This design comes from an exercise in tuning for small area on the open sky130 flow, not from production work. Only simulation tests tie the RTL to the original design; equivalence was not proved. No activity file was given, so power comes from the tool's default toggle rates.

// pong_top
module pong_top #(
	parameter int H_ACTIVE = 1024,
	parameter int H_FP = 24,
	parameter int H_SYNC = 136,
	parameter int H_BP = 160,
	parameter int V_ACTIVE = 768,
	parameter int V_FP = 3,
	parameter int V_SYNC = 6,
	parameter int V_BP = 29
) (
	input logic pixel_clk,
	input logic reset,
	input logic btn_up,
	input logic btn_down,
	input logic btn_left,
	input logic btn_right,
	input logic wb_cyc,
	input logic wb_stb,
	input logic wb_we,
	input logic wb_adr,
	input logic [7:0] wb_dat_w,
	output logic [7:0] wb_dat_r,
	output logic wb_ack,
	output logic hsync,
	output logic vsync,
	output logic video_on,
	output logic [2:0] vga_red,
	output logic [2:0] vga_green,
	output logic [1:0] vga_blue
);
For scale: about 38 I/O pins, roughly 5500 sq um of cells after synthesis.
export LEC_CHECK = 0
export CAP_MARGIN = 20
export CORE_MARGIN = 2
export CORE_UTILIZATION = 70
export SLEW_MARGIN = 20
create_clock -name core_clock -period 15.0 [get_ports {pixel_clk}]
standard.sh (not shown) runs the stock make flow with config.mk's settings and CLKGATE_MAP_FILE= SYNTH_SCRIPT=/design/flow/synth_recipe.tcl, a recipe that flattens the netlist after the stock synthesis.
==> flow/flow/run.sh <==
#!/bin/bash
# Own layout flow. the standard synthesis, unchanged; then the logic between
# the registers is re-mapped for area: fapol.py picks each full adder's polarity so
# fewer inverters sit between adders and registers, and ABC maps everything else
# (resyn.ys) with each of the abc_*.abc scripts. The smallest result that proves
# equal to the standard netlist (equiv.ys) replaces it; if none does, the standard
# netlist stays. Then the standard layout from floorplan on, with the port
# buffers made of the smallest buffer. Each tool writes its full output to its own
# log file here.
set -euo pipefail
W=$(pwd)
F=$W/flow
R=$W/orfs/results/$FLOW_PLATFORM/pong_top/base
LIB=$FLOW_HOME/platforms/$FLOW_PLATFORM/lib/sky130_fd_sc_hd__tt_025C_1v80.lib

bash standard.sh synth > "$W/flow_synth.log" 2>&1
cp "$R/1_2_yosys.v" "$W/std.v"

best=""
best_area=""
if python3 "$F/fapol.py" "$W/std.v" "$W/pol.v" > "$W/flow_fapol.log" 2>&1; then
  for s in "$F"/abc_*.abc; do
    n=$(basename "$s" .abc)
    sed -e "s|@LIB@|$LIB|g" -e "s|@IN@|$W/pol.v|" -e "s|@OUT@|$W/resyn_$n.v|" \
      -e "s|@ABC@|$s|" -e "s|@TOP@|$FLOW_TOP|" -e "s|@STAT@|$W/resyn_$n.stat|" \
      "$F/resyn.ys" > "$W/resyn_$n.ys"
    yosys -s "$W/resyn_$n.ys" > "$W/flow_resyn_$n.log" 2>&1 || continue
    sed -e "s|@LIB@|$LIB|g" -e "s|@GOLD@|$W/std.v|" -e "s|@GATE@|$W/resyn_$n.v|" \
      -e "s|@TOP@|$FLOW_TOP|g" "$F/equiv.ys" > "$W/equiv_$n.ys"
    yosys -s "$W/equiv_$n.ys" > "$W/flow_equiv_$n.log" 2>&1 || continue
    grep -q "SUCCESS" "$W/flow_equiv_$n.log" || continue
    a=$(awk '/Chip area/ {print $NF}' "$W/resyn_$n.stat")
    if [[ -z $best ]] || awk -v a="$a" -v b="$best_area" 'BEGIN { exit !(a < b) }'; then
      best=$n
      best_area=$a
    fi
  done
fi
echo "re-mapped netlist used: ${best:-none} ${best_area}" > "$W/flow_choice.log"
if [[ -n $best ]]; then
  cp "$W/resyn_$best.v" "$R/1_2_yosys.v"
  rm -f "$R/1_synth.odb" "$R/1_synth.sdc"
fi

bash standard.sh "BUFFER_PORTS_ARGS=-buffer_cell sky130_fd_sc_hd__buf_1" finish > "$W/flow_finish.log" 2>&1
==> flow/flow/resyn.ys <==
# Re-map the standard synthesis's combinational logic for area. Flip-flops, full
# adders and tie cells are kept as they are (as black boxes); every other cell is
# read as its liberty function, flattened and mapped again by ABC.
read_liberty -ignore_miss_func @LIB@
blackbox sky130_fd_sc_hd__df* sky130_fd_sc_hd__fa_* sky130_fd_sc_hd__conb_*
read_verilog @IN@
hierarchy -top @TOP@
flatten
opt -purge
setundef -zero
abc -liberty @LIB@ -dont_use *lpflow* -dont_use *probe* -dont_use *fill_* -script @ABC@
opt_clean -purge
splitnets
opt_clean -purge
hilomap -singleton -hicell sky130_fd_sc_hd__conb_1 HI -locell sky130_fd_sc_hd__conb_1 LO
insbuf -buf sky130_fd_sc_hd__buf_1 A X
opt_clean -purge
tee -o @STAT@ stat -liberty @LIB@
write_verilog -noattr -noexpr -nohex -nodec @OUT@
Other scripts of this flow, unchanged in this note and not shown: flow/flow/abc_1.abc, flow/flow/abc_2.abc, flow/flow/abc_3.abc, flow/flow/abc_4.abc, flow/flow/equiv.ys, flow/flow/fapol.py
Change:
==> flow/flow/abc_5.abc (new file) <==
strash
&get -n
&st
&dch
&nf -a
&st
&dch -f
&nf -a -p -R 1000
&put
topo
==> flow/flow/abc_6.abc (new file) <==
strash
&get -n
&st
&dch -r
&nf -a
&st
&dch -f
&nf -a -R 1000
&put
topo
--- a/flow/flow/resyn.ys
+++ b/flow/flow/resyn.ys
@@ -14,5 +14,5 @@
 opt_clean -purge
 hilomap -singleton -hicell sky130_fd_sc_hd__conb_1 HI -locell sky130_fd_sc_hd__conb_1 LO
-insbuf -buf sky130_fd_sc_hd__buf_1 A X
+
 opt_clean -purge
 tee -o @STAT@ stat -liberty @LIB@
The changed run produced a clean layout.
Total power is higher slightly.
Worst setup slack degrades by 73 ps.
First-iteration DRC count is higher by a quarter to a third.
Final area went up slightly.
Final cell count does not change.
Wire length climbs by a few percent.
Register-to-register slack loses 170 ps.
Die area falls slightly.
Non-clock buffer count increases by 1.

pong_top, a different RTL version from the one above (not shown whole).
Size in the first run: roughly 590 cells after synthesis, ~38 I/O pins.
// pong_top
module pong_top #(
	parameter int H_ACTIVE = 1024,
	parameter int H_FP = 24,
	parameter int H_SYNC = 136,
	parameter int H_BP = 160,
	parameter int V_ACTIVE = 768,
	parameter int V_FP = 3,
	parameter int V_SYNC = 6,
	parameter int V_BP = 29
) (
	input logic pixel_clk,
	input logic reset,
	input logic btn_up,
	input logic btn_down,
	input logic btn_left,
	input logic btn_right,
	input logic wb_cyc,
	input logic wb_stb,
	input logic wb_we,
	input logic wb_adr,
	input logic [7:0] wb_dat_w,
	output logic [7:0] wb_dat_r,
	output logic wb_ack,
	output logic hsync,
	output logic vsync,
	output logic video_on,
	output logic [2:0] vga_red,
	output logic [2:0] vga_green,
	output logic [1:0] vga_blue
);
==> flow/config.mk <==
export PLATFORM = sky130hd
export DESIGN_NAME = pong_top
export DESIGN_NICKNAME = pong_top
export VERILOG_FILES = /design/flow/design.v
export SDC_FILE = /design/flow/constraint.sdc
export NUM_CORES = 4
export LEC_CHECK = 0
export CAP_MARGIN = 20
export CORE_MARGIN = 2
export CORE_UTILIZATION = 70
export SLEW_MARGIN = 20
==> flow/constraint.sdc <==
create_clock -name core_clock -period 15.0 [get_ports {pixel_clk}]
set_input_delay 3.0000 -clock core_clock [delete_from_list [all_inputs] [get_ports {pixel_clk}]]
set_output_delay 3.0000 -clock core_clock [all_outputs]
set_load 0.01 [all_outputs]
==> flow/flow/run.sh <==
#!/bin/bash
# Own layout flow. the standard synthesis, unchanged; then the logic between
# the registers is re-mapped for area: fapol.py picks each full adder's polarity so
# fewer inverters sit between adders and registers, and ABC maps everything else
# (resyn.ys) with each of the abc_*.abc scripts; the smallest result goes through
# the same step once more. The smallest result that proves equal to the standard
# netlist (equiv.ys) replaces it; if none does, the standard netlist stays. Then
# the standard layout from floorplan on, with the port buffers made of the
# smallest buffer. Each tool writes its full output to its own log file here.
set -euo pipefail
W=$(pwd)
F=$W/flow
R=$W/orfs/results/$FLOW_PLATFORM/pong_top/base
LIB=$FLOW_HOME/platforms/$FLOW_PLATFORM/lib/sky130_fd_sc_hd__tt_025C_1v80.lib

bash standard.sh synth > "$W/flow_synth.log" 2>&1
cp "$R/1_2_yosys.v" "$W/std.v"

best=""
best_area=""
src="$W/std.v"
for round in 1 2; do
  python3 "$F/fapol.py" "$src" "$W/pol$round.v" > "$W/flow_fapol$round.log" 2>&1 || break
  for s in "$F"/abc_*.abc; do
    n=r${round}_$(basename "$s" .abc)
    sed -e "s|@LIB@|$LIB|g" -e "s|@IN@|$W/pol$round.v|" -e "s|@OUT@|$W/resyn_$n.v|" \
      -e "s|@ABC@|$s|" -e "s|@TOP@|$FLOW_TOP|" -e "s|@STAT@|$W/resyn_$n.stat|" \
      "$F/resyn.ys" > "$W/resyn_$n.ys"
    yosys -s "$W/resyn_$n.ys" > "$W/flow_resyn_$n.log" 2>&1 || continue
    sed -e "s|@LIB@|$LIB|g" -e "s|@GOLD@|$W/std.v|" -e "s|@GATE@|$W/resyn_$n.v|" \
      -e "s|@TOP@|$FLOW_TOP|g" "$F/equiv.ys" > "$W/equiv_$n.ys"
    yosys -s "$W/equiv_$n.ys" > "$W/flow_equiv_$n.log" 2>&1 || continue
    grep -q "SUCCESS" "$W/flow_equiv_$n.log" || continue
    a=$(awk '/Chip area/ {print $NF}' "$W/resyn_$n.stat")
    if [[ -z $best ]] || awk -v a="$a" -v b="$best_area" 'BEGIN { exit !(a < b) }'; then
      best=$n
      best_area=$a
    fi
  done
  [[ -n $best ]] || break
  src="$W/resyn_$best.v"
done
echo "re-mapped netlist used: ${best:-none} ${best_area}" > "$W/flow_choice.log"
if [[ -n $best ]]; then
  cp "$W/resyn_$best.v" "$R/1_2_yosys.v"
  rm -f "$R/1_synth.odb" "$R/1_synth.sdc"
fi

bash standard.sh "BUFFER_PORTS_ARGS=-buffer_cell sky130_fd_sc_hd__buf_1" finish > "$W/flow_finish.log" 2>&1
Other scripts of this flow, unchanged in this note and not shown: flow/flow/abc_1.abc, flow/flow/abc_2.abc, flow/flow/abc_3.abc, flow/flow/abc_4.abc, flow/flow/abc_5.abc, flow/flow/abc_6.abc, flow/flow/equiv.ys, flow/flow/fapol.py, flow/flow/resyn.ys
The first run ran to the end with no violations.
Then changed:
--- a/flow/flow/run.sh
+++ b/flow/flow/run.sh
@@ -9 +9 @@
-# smallest buffer. Each tool writes its full output to its own log file here.
+# smallest buffer and a clock tree without dummy loads at its leaves. Each tool writes its full output to its own log file here.
@@ -49 +49,3 @@
-bash standard.sh "BUFFER_PORTS_ARGS=-buffer_cell sky130_fd_sc_hd__buf_1" finish > "$W/flow_finish.log" 2>&1
+bash standard.sh "BUFFER_PORTS_ARGS=-buffer_cell sky130_fd_sc_hd__buf_1" \
+  "CTS_ARGS=-sink_clustering_enable -repair_clock_nets -dont_use_dummy_load" \
+  finish > "$W/flow_finish.log" 2>&1
Result: Final area drops by 1.0%. Synthesized area is unchanged. Core utilization drops by 0.79 points. Sequential power hardly moves. Non-clock buffer count does not change. Synthesized cell count does not change. Cell count drops by 0.95%. Total power drops by 4.4%. Count of clock-buffer cells in the layout stays the same.

-- afterwards: timing with drivers on the ports --
How much do the figures lean on ideal ports? The routed layouts below were timed once more, with nothing changed but the port constraints.
Step 1, drivers: a clkbuf_16 drives pixel_clk and a buf_2 each remaining input, both assumed.
Step 2 also shifts input and output timing later by t, the mid clock arrival at the registers, as if the neighbouring blocks saw the same clock.
Three values: ideal ports, drivers, drivers and shift; two values: the first two.
run | t, ns | slack for setup (ns) | worst register clock-pin slew, ns | cell pins on the clock port's net
the first run of note 1 | 0.394 | 8.098 / 8.064 / 8.406 | 0.10 / 0.10 | 1
the second run of note 1 | 0.400 | 8.025 / 7.991 / 8.239 | 0.09 / 0.09 | 1
the first run of note 2 | 0.395 | 7.171 / 7.138 / 7.533 | 0.10 / 0.10 | 1
the second run of note 2 | 0.372 | 7.294 / 7.262 / 7.634 | 0.10 / 0.10 | 1
After both steps setup and hold are still met in every run listed.
